Source: an optimization exercise on an open RTL-to-GDS flow (aim: small area, a short achievable clock period and few clock cycles per item). Production flows keep margins and buffers that such runs may drop. The RTL was checked by simulation tests, not by an equivalence proof against the original design. Power is estimated from default activity; no workload was simulated.

[flow/constraint.sdc]
create_clock -name core_clock -period 12.0 [get_ports {aclk}]
set_input_delay 2.4000 -clock core_clock [delete_from_list [all_inputs] [get_ports {aclk}]]
set_output_delay 2.4000 -clock core_clock [all_outputs]
set_load 0.01 [all_outputs]
[flow/design.v]
`timescale 1ns / 1ps
package epse_pkg;
    localparam int MOTOR_COUNT = 2;
    localparam int MIDX_W      = (MOTOR_COUNT > 1) ? $clog2(MOTOR_COUNT) : 1;
    localparam logic [1:0] KIND_POS   = 2'd0;
    localparam logic [1:0] KIND_SPEED = 2'd1;
    localparam logic [1:0] KIND_CLEAR = 2'd2;
    localparam logic [1:0] KIND_RSVD  = 2'd3;
    localparam int CFG_ADDR_W = 2;
    localparam int CFG_DATA_W = 17;
    localparam logic [CFG_ADDR_W-1:0] CFG_REVERSE_MASK = 2'd0;
    localparam logic [CFG_ADDR_W-1:0] CFG_COUNTS_PER_REV = 2'd1;
    localparam logic [CFG_ADDR_W-1:0] CFG_MIN_INTERVAL = 2'd2;
    localparam logic [CFG_ADDR_W-1:0] CFG_ALPHA = 2'd3;
    localparam logic [1:0]  RST_REVERSE_MASK   = 2'd1;
    localparam logic [15:0] RST_COUNTS_PER_REV = 16'd3960;
    localparam logic [15:0] RST_MIN_INTERVAL   = 16'd250;
    localparam logic [16:0] RST_ALPHA          = 17'd13107;
    localparam logic [16:0] ALPHA_ONE = 17'd65536;
    localparam logic [19:0] US_PER_S  = 20'd1000000;
    localparam logic signed [6:0] S_PER_MIN = 7'sd60;
    localparam int DIV_STEPS = 31;
    localparam int CNT_W     = $clog2(DIV_STEPS);
    localparam int S_TDATA_W = 56;
    localparam int M_USED_W  = 65;
    localparam int M_TDATA_W = 72;
    typedef enum logic [3:0] {
        S_IDLE,
        S_UPD,
        S_CHK,
        S_MUL,
        S_DCHK,
        S_DIV,
        S_EMA_MUL,
        S_EMA_ADD,
        S_SCALE,
        S_OUT
    } epse_state_t;
    typedef struct packed {
        logic load_in;
        logic upd;
        logic chk;
        logic mul;
        logic dchk;
        logic div_step;
        logic ema_mul;
        logic ema_add;
        logic scale;
        logic load_out;
    } epse_cmd_t;
    typedef struct packed {
        logic short_path;   
        logic no_update;    
        logic div_skip;     
        logic div_last;
    } epse_status_t;
endpackage
`timescale 1ns / 1ps
import epse_pkg::*;
module epse_ctrl (
    input  logic         aclk,
    input  logic         aresetn,
    input  logic         s_tvalid,
    output logic         s_tready,
    output logic         m_tvalid,
    input  logic         m_tready,
    input  epse_pkg::epse_status_t status,
    output epse_pkg::epse_cmd_t    cmd
);
    epse_pkg::epse_state_t state_reg, state_next;
    logic        m_tvalid_reg, m_tvalid_next;
    logic        out_free;
    assign out_free = !m_tvalid_reg || m_tready;
    always_comb begin
        state_next = state_reg;
        unique case (state_reg)
            S_IDLE:    if (s_tvalid) state_next = S_UPD;
            S_UPD:     state_next = status.short_path ? S_OUT : S_CHK;
            S_CHK:     state_next = status.no_update ? S_SCALE : S_MUL;
            S_MUL:     state_next = S_DCHK;
            S_DCHK:    state_next = status.div_skip ? S_EMA_MUL : S_DIV;
            S_DIV:     if (status.div_last) state_next = S_EMA_MUL;
            S_EMA_MUL: state_next = S_EMA_ADD;
            S_EMA_ADD: state_next = S_SCALE;
            S_SCALE:   state_next = S_OUT;
            S_OUT:     if (out_free) state_next = S_IDLE;
            default:   state_next = S_IDLE;
        endcase
    end
    always_comb begin
        cmd = '0;
        unique case (state_reg)
            S_IDLE:    cmd.load_in = s_tvalid;
            S_UPD:     cmd.upd = 1'b1;
            S_CHK:     cmd.chk = 1'b1;
            S_MUL:     cmd.mul = 1'b1;
            S_DCHK:    cmd.dchk = 1'b1;
            S_DIV:     cmd.div_step = 1'b1;
            S_EMA_MUL: cmd.ema_mul = 1'b1;
            S_EMA_ADD: cmd.ema_add = 1'b1;
            S_SCALE:   cmd.scale = 1'b1;
            S_OUT:     cmd.load_out = out_free;
            default:   cmd = '0;
        endcase
    end
    always_comb begin
        m_tvalid_next = m_tvalid_reg;
        if (cmd.load_out) begin
            m_tvalid_next = 1'b1;
        end else if (m_tready) begin
            m_tvalid_next = 1'b0;
        end
    end
    always_ff @(posedge aclk) begin
        if (!aresetn) begin
            state_reg    <= S_IDLE;
            m_tvalid_reg <= 1'b0;
        end else begin
            state_reg    <= state_next;
            m_tvalid_reg <= m_tvalid_next;
        end
    end
    assign s_tready = (state_reg == S_IDLE);
    assign m_tvalid = m_tvalid_reg;
endmodule
`timescale 1ns / 1ps
import epse_pkg::*;
module epse_dp (
    input  logic                  aclk,
    input  logic                  aresetn,
    input  logic [1:0]            in_kind,
    input  logic [1:0]            in_motor_number,
    input  logic [15:0]           in_raw_count,
    input  logic [31:0]           in_now_us,
    input  logic                  cfg_wr_en,
    input  logic [epse_pkg::CFG_ADDR_W-1:0] cfg_addr,
    input  logic [epse_pkg::CFG_DATA_W-1:0] cfg_wr_data,
    input  epse_pkg::epse_cmd_t             cmd,
    output epse_pkg::epse_status_t          status,
    output logic                  out_motor_ok,
    output logic [31:0]           out_position,
    output logic [31:0]           out_speed_rpm
);
    logic [1:0]  reverse_mask_reg;
    logic [15:0] cpr_reg;
    logic [15:0] min_interval_reg;
    logic [16:0] alpha_reg;
    logic [15:0] last_raw_reg   [MOTOR_COUNT];
    logic [31:0] pos_reg        [MOTOR_COUNT];
    logic [31:0] base_cnt_reg   [MOTOR_COUNT];
    logic [31:0] base_time_reg  [MOTOR_COUNT];
    logic [31:0] rps_reg        [MOTOR_COUNT];
    logic        primed_reg     [MOTOR_COUNT];
    logic [1:0]  kind_reg;
    logic [1:0]  motor_reg;
    logic [15:0] raw_reg;
    logic [31:0] now_reg;
    logic        neg_reg;
    logic [31:0] mag_reg;
    logic [31:0] dt_reg;
    logic [51:0] num_reg;
    logic [47:0] den_reg;
    logic [47:0] rem_reg;
    logic [30:0] low_reg;
    logic [30:0] quo_reg;
    logic [CNT_W-1:0] cnt_reg;
    logic signed [50:0] prod_reg;
    logic        res_ok_reg;
    logic [31:0] res_pos_reg;
    logic [31:0] res_rpm_reg;
    logic        out_ok_reg;
    logic [31:0] out_pos_reg;
    logic [31:0] out_rpm_reg;
    logic [1:0]        idx_full;
    logic [MIDX_W-1:0] idx;
    logic              item_valid;
    logic              reversed;
    logic [15:0]       raw_diff;
    logic [31:0]       delta_ext;
    logic [31:0]       delta_dir;
    logic [31:0]       new_pos;
    logic [31:0]       dt;
    logic [31:0]       dd;
    logic [31:0]       dd_mag;
    logic [36:0]       div_hi;
    logic [48:0]       trial;
    logic              fits;
    logic [48:0]       rem_after;
    logic [32:0]       quo_ext;
    logic signed [32:0] n_s;
    logic signed [32:0] s_s;
    logic signed [32:0] diff_s;
    logic [16:0]       alpha_eff;
    logic signed [17:0] alpha_s;
    logic [34:0]       step;
    logic [31:0]       rps_new;
    logic signed [37:0] scaled;
    logic [31:0]       rpm_sat;
    assign idx_full   = motor_reg - 2'd1;
    assign idx        = idx_full[MIDX_W-1:0];
    assign item_valid = (motor_reg != 2'd0) && (int'(motor_reg) <= MOTOR_COUNT)
                        && (kind_reg != KIND_RSVD);
    assign reversed   = !idx_full[1] && reverse_mask_reg[idx_full[0]];
    assign raw_diff  = raw_reg - last_raw_reg[idx];
    assign delta_ext = {{16{raw_diff[15]}}, raw_diff};
    assign delta_dir = reversed ? (32'd0 - delta_ext) : delta_ext;
    assign new_pos   = pos_reg[idx] + delta_dir;
    assign dt     = now_reg - base_time_reg[idx];
    assign dd     = pos_reg[idx] - base_cnt_reg[idx];
    assign dd_mag = dd[31] ? (32'd0 - dd) : dd;
    assign div_hi    = num_reg[51:15];
    assign trial     = {rem_reg, low_reg[30]};
    assign fits      = trial >= {1'b0, den_reg};
    assign rem_after = fits ? (trial - {1'b0, den_reg}) : trial;
    assign quo_ext   = {2'b00, quo_reg};
    assign n_s       = neg_reg ? $signed(33'd0 - quo_ext) : $signed(quo_ext);
    assign s_s       = $signed({rps_reg[idx][31], rps_reg[idx]});
    assign diff_s    = n_s - s_s;
    assign alpha_eff = (alpha_reg > ALPHA_ONE) ? ALPHA_ONE : alpha_reg;
    assign alpha_s   = $signed({1'b0, alpha_eff});
    assign step    = prod_reg[50:16];
    assign rps_new = rps_reg[idx] + step[31:0];
    assign scaled  = 38'(s_s) * 38'(S_PER_MIN);
    always_comb begin
        if (scaled[37:31] == 7'h00 || scaled[37:31] == 7'h7F) begin
            rpm_sat = scaled[31:0];
        end else if (scaled[37]) begin
            rpm_sat = 32'h8000_0000;
        end else begin
            rpm_sat = 32'h7FFF_FFFF;
        end
    end
    assign status.short_path = !item_valid || (kind_reg != KIND_SPEED) || !primed_reg[idx];
    assign status.no_update  = (dt < {16'd0, min_interval_reg}) || (dd == 32'd0);
    assign status.div_skip   = (cpr_reg == 16'd0) || (dt_reg == 32'd0)
                               || ({11'd0, div_hi} >= den_reg);
    assign status.div_last   = (cnt_reg == '0);
    always_ff @(posedge aclk) begin
        if (!aresetn) begin
            reverse_mask_reg <= RST_REVERSE_MASK;
            cpr_reg          <= RST_COUNTS_PER_REV;
            min_interval_reg <= RST_MIN_INTERVAL;
            alpha_reg        <= RST_ALPHA;
            for (int i = 0; i < MOTOR_COUNT; i++) begin
                last_raw_reg[i]  <= '0;
                pos_reg[i]       <= '0;
                base_cnt_reg[i]  <= '0;
                base_time_reg[i] <= '0;
                rps_reg[i]       <= '0;
                primed_reg[i]    <= 1'b0;
            end
        end else begin
            if (cfg_wr_en) begin
                unique case (cfg_addr)
                    CFG_REVERSE_MASK:   reverse_mask_reg <= cfg_wr_data[1:0];
                    CFG_COUNTS_PER_REV: cpr_reg          <= cfg_wr_data[15:0];
                    CFG_MIN_INTERVAL:   min_interval_reg <= cfg_wr_data[15:0];
                    CFG_ALPHA:          alpha_reg        <= cfg_wr_data;
                    default: ;
                endcase
            end
            if (cmd.upd && item_valid) begin
                last_raw_reg[idx] <= raw_reg;
                if (kind_reg == KIND_CLEAR) begin
                    pos_reg[idx]       <= '0;
                    base_cnt_reg[idx]  <= '0;
                    base_time_reg[idx] <= '0;
                    rps_reg[idx]       <= '0;
                    primed_reg[idx]    <= 1'b0;
                end else begin
                    pos_reg[idx] <= new_pos;
                    if (kind_reg == KIND_SPEED && !primed_reg[idx]) begin
                        primed_reg[idx]    <= 1'b1;
                        base_time_reg[idx] <= now_reg;
                        base_cnt_reg[idx]  <= new_pos;
                        rps_reg[idx]       <= '0;
                    end
                end
            end
            if (cmd.chk && !status.no_update) begin
                base_cnt_reg[idx]  <= pos_reg[idx];
                base_time_reg[idx] <= now_reg;
            end
            if (cmd.ema_add) begin
                rps_reg[idx] <= rps_new;
            end
        end
    end
    always_ff @(posedge aclk) begin
        if (cmd.load_in) begin
            kind_reg  <= in_kind;
            motor_reg <= in_motor_number;
            raw_reg   <= in_raw_count;
            now_reg   <= in_now_us;
        end
        if (cmd.upd) begin
            res_ok_reg  <= item_valid;
            res_pos_reg <= (item_valid && kind_reg != KIND_CLEAR) ? new_pos : 32'd0;
            res_rpm_reg <= 32'd0;
        end
        if (cmd.chk) begin
            neg_reg <= dd[31];
            mag_reg <= dd_mag;
            dt_reg  <= dt;
        end
        if (cmd.mul) begin
            num_reg <= 52'(mag_reg) * 52'(US_PER_S);
            den_reg <= 48'(dt_reg) * 48'(cpr_reg);
        end
        if (cmd.dchk) begin
            rem_reg <= {11'd0, div_hi};
            low_reg <= {num_reg[14:0], 16'd0};
            cnt_reg <= CNT_W'(DIV_STEPS - 1);
            if (cpr_reg == 16'd0) begin
                quo_reg <= '0;
            end else if (status.div_skip) begin
                quo_reg <= '1;
            end else begin
                quo_reg <= '0;
            end
        end
        if (cmd.div_step) begin
            rem_reg <= rem_after[47:0];
            low_reg <= {low_reg[29:0], 1'b0};
            quo_reg <= {quo_reg[29:0], fits};
            cnt_reg <= cnt_reg - CNT_W'(1);
        end
        if (cmd.ema_mul) begin
            prod_reg <= 51'(diff_s) * 51'(alpha_s);
        end
        if (cmd.scale) begin
            res_rpm_reg <= rpm_sat;
        end
        if (cmd.load_out) begin
            out_ok_reg  <= res_ok_reg;
            out_pos_reg <= res_pos_reg;
            out_rpm_reg <= res_rpm_reg;
        end
    end
    assign out_motor_ok  = out_ok_reg;
    assign out_position  = out_pos_reg;
    assign out_speed_rpm = out_rpm_reg;
endmodule
`timescale 1ns / 1ps
import epse_pkg::*;
module encoder_position_speed_estimator (
    input  logic                  aclk,
    input  logic                  aresetn,
    input  logic                  s_tvalid,
    output logic                  s_tready,
    input  logic [epse_pkg::S_TDATA_W-1:0]  s_tdata,
    output logic                  m_tvalid,
    input  logic                  m_tready,
    output logic [epse_pkg::M_TDATA_W-1:0]  m_tdata,
    input  logic                  cfg_wr_en,
    input  logic [epse_pkg::CFG_ADDR_W-1:0] cfg_addr,
    input  logic [epse_pkg::CFG_DATA_W-1:0] cfg_wr_data
);
    epse_pkg::epse_cmd_t    cmd;
    epse_pkg::epse_status_t status;
    logic         out_motor_ok;
    logic [31:0]  out_position;
    logic [31:0]  out_speed_rpm;
    epse_ctrl u_ctrl (
        .aclk     (aclk),
        .aresetn  (aresetn),
        .s_tvalid (s_tvalid),
        .s_tready (s_tready),
        .m_tvalid (m_tvalid),
        .m_tready (m_tready),
        .status   (status),
        .cmd      (cmd)
    );
    epse_dp u_dp (
        .aclk            (aclk),
        .aresetn         (aresetn),
        .in_kind         (s_tdata[1:0]),
        .in_motor_number (s_tdata[3:2]),
        .in_raw_count    (s_tdata[19:4]),
        .in_now_us       (s_tdata[51:20]),
        .cfg_wr_en       (cfg_wr_en),
        .cfg_addr        (cfg_addr),
        .cfg_wr_data     (cfg_wr_data),
        .cmd             (cmd),
        .status          (status),
        .out_motor_ok    (out_motor_ok),
        .out_position    (out_position),
        .out_speed_rpm   (out_speed_rpm)
    );
    assign m_tdata = {{(M_TDATA_W - M_USED_W){1'b0}}, out_speed_rpm, out_position,
                      out_motor_ok};
endmodule
[flow/config.mk]
export PLATFORM = sky130hd
export DESIGN_NAME = encoder_position_speed_estimator
export DESIGN_NICKNAME = encoder_position_speed_estimator
export VERILOG_FILES = /design/flow/design.v
export SDC_FILE = /design/flow/constraint.sdc
export NUM_CORES = 4
export LEC_CHECK = 0
export CAP_MARGIN = 20
export CORE_MARGIN = 2
export CORE_UTILIZATION = 40
export SLEW_MARGIN = 20
[flow/run.sh]
#!/bin/bash
# synth_recipe.tcl (not shown) runs the flow's synth.tcl, then flattens the netlist and writes it again
# the make line also repeats each setting of config.mk as NAME=value (left out here)
make -C /OpenROAD-flow-scripts/flow DESIGN_CONFIG=/design/flow/config.mk WORK_HOME=/design/flow/orfs CLKGATE_MAP_FILE= SYNTH_SCRIPT=/design/flow/synth_recipe.tcl finish
==> results.yml <==
routing:
  vias: 65100
  drt_iter0_drc: 4528
  first_pass_iters: 5
  ant_nets: 0
  wl_per_cell_um: 19.19
  drcViolationCount: 0
  drt-total-wl_um: 237300
  vias_per_cell: 5.266
cells_and_area:
  final_nets: 11240
  multiInputGateArea_um2: 58510
  seqCellArea_um2: 23750
  fin_cells: 12360
  design_area_um2: 97780
  drive_above_1_share_pct: 4.273
  syn2layout_area_growth_pct: 9.238
  utilization_pct: 43.99
  nFillCells: 21310
cts:
  clock-sinks: 810
  clk-insertion-delay-late_ns: 0.75
  ctsHoldBuffers: 0
  clock_path_buffers: 3
  cts_root_buffer: "clkbuf_16"
  cts.clk_slew.worst_paths_ns: 0.06
  cts_made_buffers: 94
  cts_tree: "yes"
  ctsHtreeMaxLevel: 3
setup_path:
  worst-r2r-cell-count: 41
  startpoint_type: "flip-flop"
  timing.critical_path.mode_cell: "fa_1"
  startpoint: "u_dp.quo_reg[3]"
  crit_family: "adder cells"
  critPathBufInv: 6
  cp_slowest_cell: "or4_1"
  slowest_delay_ns: 0.59
  crit_required_ns: 12.46
  arrival_ns: 11.77
  critPathCaptureType: "flip-flop"
  r2r_start: "u_dp.quo_reg[3]"
  critPathMaxFanout: 5
  regToRegEndpoint: "u_dp.prod_reg[47]"
  cp.depth: 41
  crit_type: "reg2reg"
  crit_path_end: "u_dp.prod_reg[47]"
  r2r_setup_slack_ns: 0.69
power:
  p_leak_uw: 0.04479
  irDropWorstVdd_v: 0.0006166
  power_density_nw_per_um2: 246.4
sta:
  slew_violations: 0
  finalHoldViolCount: 0
  setup_viol: 0
  fin_crit_sh_pct: 94.26
  maxSlewHeadroom_pct: 20.62
  period_needed_ns: 11.31
  skew_ns: 0.06797
  max_freq_mhz: 88.41
  tightest_slew_ns: 1.188
placed_design:
  gp_congestion: 0.9206
  hpwl_um: 184800
  dp.cells: 12180
  place_area_um2: 94400
  portBuffers: 142
synth:
  synthXorXnorAreaFrac_pct: 4.217
  synthDistinctLibCells: 90
  muxShareOfSynthArea_pct: 1.855
  synth_top_area_share_pct: 25.27
  synth_most_common_cell: "inv_1"
  synth-edff-count: 752
  syn_area_um2: 89510
  synth.largest_area_cell: "fa_1"
  yosys.area_share.simple_pct: 13.64
  avgSynthCellArea_um2: 9.634
  synthAdderAreaFrac_pct: 35.41
  synth_top_family_by_area: "adder cells"
  yosys-top-cells-area: "fa_1 (25%), edfxtp_1 (25%), ha_1 (10%)"
  synth_compound_area_share_pct: 9.997
  yosysSeqAreaShare_pct: 26.52
  synth_warnings: 2
  synth_common_cells: "inv_1 (1596), nand2_1 (1140), fa_1 (1130)"
  ys.flop_type: "edfxtp_1"
  synth_seq_cells: 810
  async_reset_ff_share_pct: 0
  synthCells: 9291
floorplan:
  num_io_pins: 154
  start_util_pct: 40.27
  core_area_um2: 222300
  die-width_um: 477.1
  dieArea_um2: 227600
  die-height_um: 477.1
  rows: 173
global_route:
  antenna_found_initial: 5
  grtUsageMet1_pct: 27.61
  gr-max-usage-layer: "met2"
  met2_usage_pct: 34.70
  grt_pass1_vias: 67600
  grt_max_degree: 70
  grt.overflow.total: 0
  gr-usage-met3_pct: 2.266
  grtUsageTotal_pct: 20.81
  grt_pass1_wl_um: 377300
status:
  outcome: "no timing/DRC/antenna violations"
job:
  max_cap_viol_count: 0
min_path:
  hold_path.class: "reg2reg"
[power by group]
group / switching [µW] / leakage (µW) / internal [µW]
registers: 62.1 / 0.00770 / 4050
clock network: 1270 / 0.00159 / 1790
logic: 9970 / 0.0355 / 6950
total: 11300 / 0.0448 / 12800
[worst min-delay path by stage]
stage | endpoint | slack, ns | startpoint | cells after the start
final | u_dp.out_pos_reg[29] | 0.38 | u_dp.res_pos_reg[29] | 0
after global placement | u_dp.out_pos_reg[27] | 0.40 | u_dp.res_pos_reg[27] | 0
after global routing | u_dp.out_pos_reg[29] | 0.40 | u_dp.res_pos_reg[29] | 0
after floorplan | u_dp.out_ok_reg | 0.40 | u_dp.res_ok_reg | 0
after CTS | u_dp.out_pos_reg[29] | 0.39 | u_dp.res_pos_reg[29] | 0
after detailed placement | u_dp.out_rpm_reg[1] | 0.40 | u_dp.res_rpm_reg[0] | 0
[kinds of logic after synthesis]
family	after synthesis
AND/OR/NAND/NOR	2683
buffers and inverters	1968
adder cells (fa/ha/maj)	1855
AO/OA/AOI/OAI	1378
flip-flops	810
XOR/XNOR	431
multiplexers	165
other	1
[worst register-to-register path, delay by kind of cell (launching register included)]
kind,cells,cell delay (ns)
adder cells (fa/ha/maj),8,3.67
AND/OR/NAND/NOR,10,2.80
AO/OA/AOI/OAI,14,3.03
flip-flops,1,0.44
XOR/XNOR,3,0.54
buffers and inverters,6,0.56
[final cells by class]
type	count	area share (%)
Antenna cell	2	0.005118
Clock buffer	111	2.555
Clock inverter	64	0.8164
Inverter	1596	6.127
Multi-Input combinational cell	6519	59.83
Sequential cell	810	24.29
Tap cell	2975	3.807
Timing Repair Buffer	285	2.567
[per-layer routing]
layer  vias to the layer above  share of wire [%]  routed length (µm)
li1                      30240                  -                   -
met1                     32740                 43              103100
met2                      1710                 47              112300
met3                       409                4.8               11410
met4                         2                4.4               10360
met5                         -             0.0042                  10
[metrics by stage]
stage	power (µW)	setup TNS, ns	setup slack (ns)	hold WS (ns)
floorplan	16480	0	1.006	0.4003
global placement	20960	0	0.4976	0.4036
detailed placement	21140	0	0.4175	0.4045
CTS	24340	0	0.3317	0.3863
global route	26490	-0.005713	-0.005713	0.4034
finish	24100	0	0.6891	0.3793
[repair_timing]
| item | CTS | global route |
|---|---|---|
| hold endpoints to repair | 0 | 0 |
| endpoints found under the setup margin | 0 | 3 |
| gates resized for setup | 0 | 6 |
| buffers inserted | 0 | 2 |
[cell usage in the layout (no fill, tap or decap), types with 32 or more instances in the layout]
| cell type | synthesis | final |
|---|---|---|
| fa_1 | 1130 | 1130 |
| or3_1 | 34 | 34 |
| nor2b_1 | 68 | 62 |
| xnor2_1 | 315 | 314 |
| o21bai_1 | 36 | 36 |
| a211oi_1 | 37 | 36 |
| o21a_1 | 72 | 72 |
| a21boi_0 | 40 | 40 |
| clkbuf_16 | 0 | 96 |
| mux2i_1 | 158 | 158 |
| nand2_1 | 1140 | 1137 |
| nand2b_1 | 108 | 107 |
| o211ai_1 | 35 | 35 |
| o21ai_0 | 252 | 249 |
| edfxtp_1 | 752 | 752 |
| buf_4 | 9 | 141 |
| and2_1 | 238 | 233 |
| nor2_1 | 659 | 654 |
| nand4_1 | 44 | 44 |
| xor2_1 | 116 | 115 |
| o22ai_1 | 55 | 55 |
| o31ai_1 | 33 | 33 |
| clkdlybuf4s50_1 | 0 | 141 |
| a21oi_1 | 385 | 384 |
| inv_1 | 1596 | 1595 |
| nor3_1 | 81 | 76 |
| and3_1 | 58 | 57 |
| ha_1 | 725 | 725 |
| nor3b_1 | 44 | 44 |
| nand3_1 | 104 | 103 |
| a21o_1 | 229 | 229 |
| nor4_1 | 33 | 32 |
| dfxtp_1 | 58 | 53 |
Testbench counts, summed over its fixed seeds: cycles 99,516, items 4,000.

## re-timing with driven ports
In the flow no input, the clock included, has a driving cell. The finished layout below was timed again as built, in two steps. Step 1 sets driving cells, clkbuf_16 on the clock port and buf_2 on the other inputs (assumed; they add their load-dependent delay and slew). Step 2 times the ports against the registers' clock, not the clock port: input delays grow and output delays shrink by t, the midpoint of the rising clock arrivals with the driver on. Slacks: ideal / step 1 / step 2; pairs: ideal / step 1.
t, ns: 0.795
slack for setup (ns): 0.689 / 0.689 / 0.689
clock arrival spread, ns: 0.068 / 0.068
worst data-port slew with drivers (ns): 0.10
After both steps this run still meets setup and hold. The setup slack of this run moves by 0.000 ns with the drivers and by 0.000 ns with both steps.
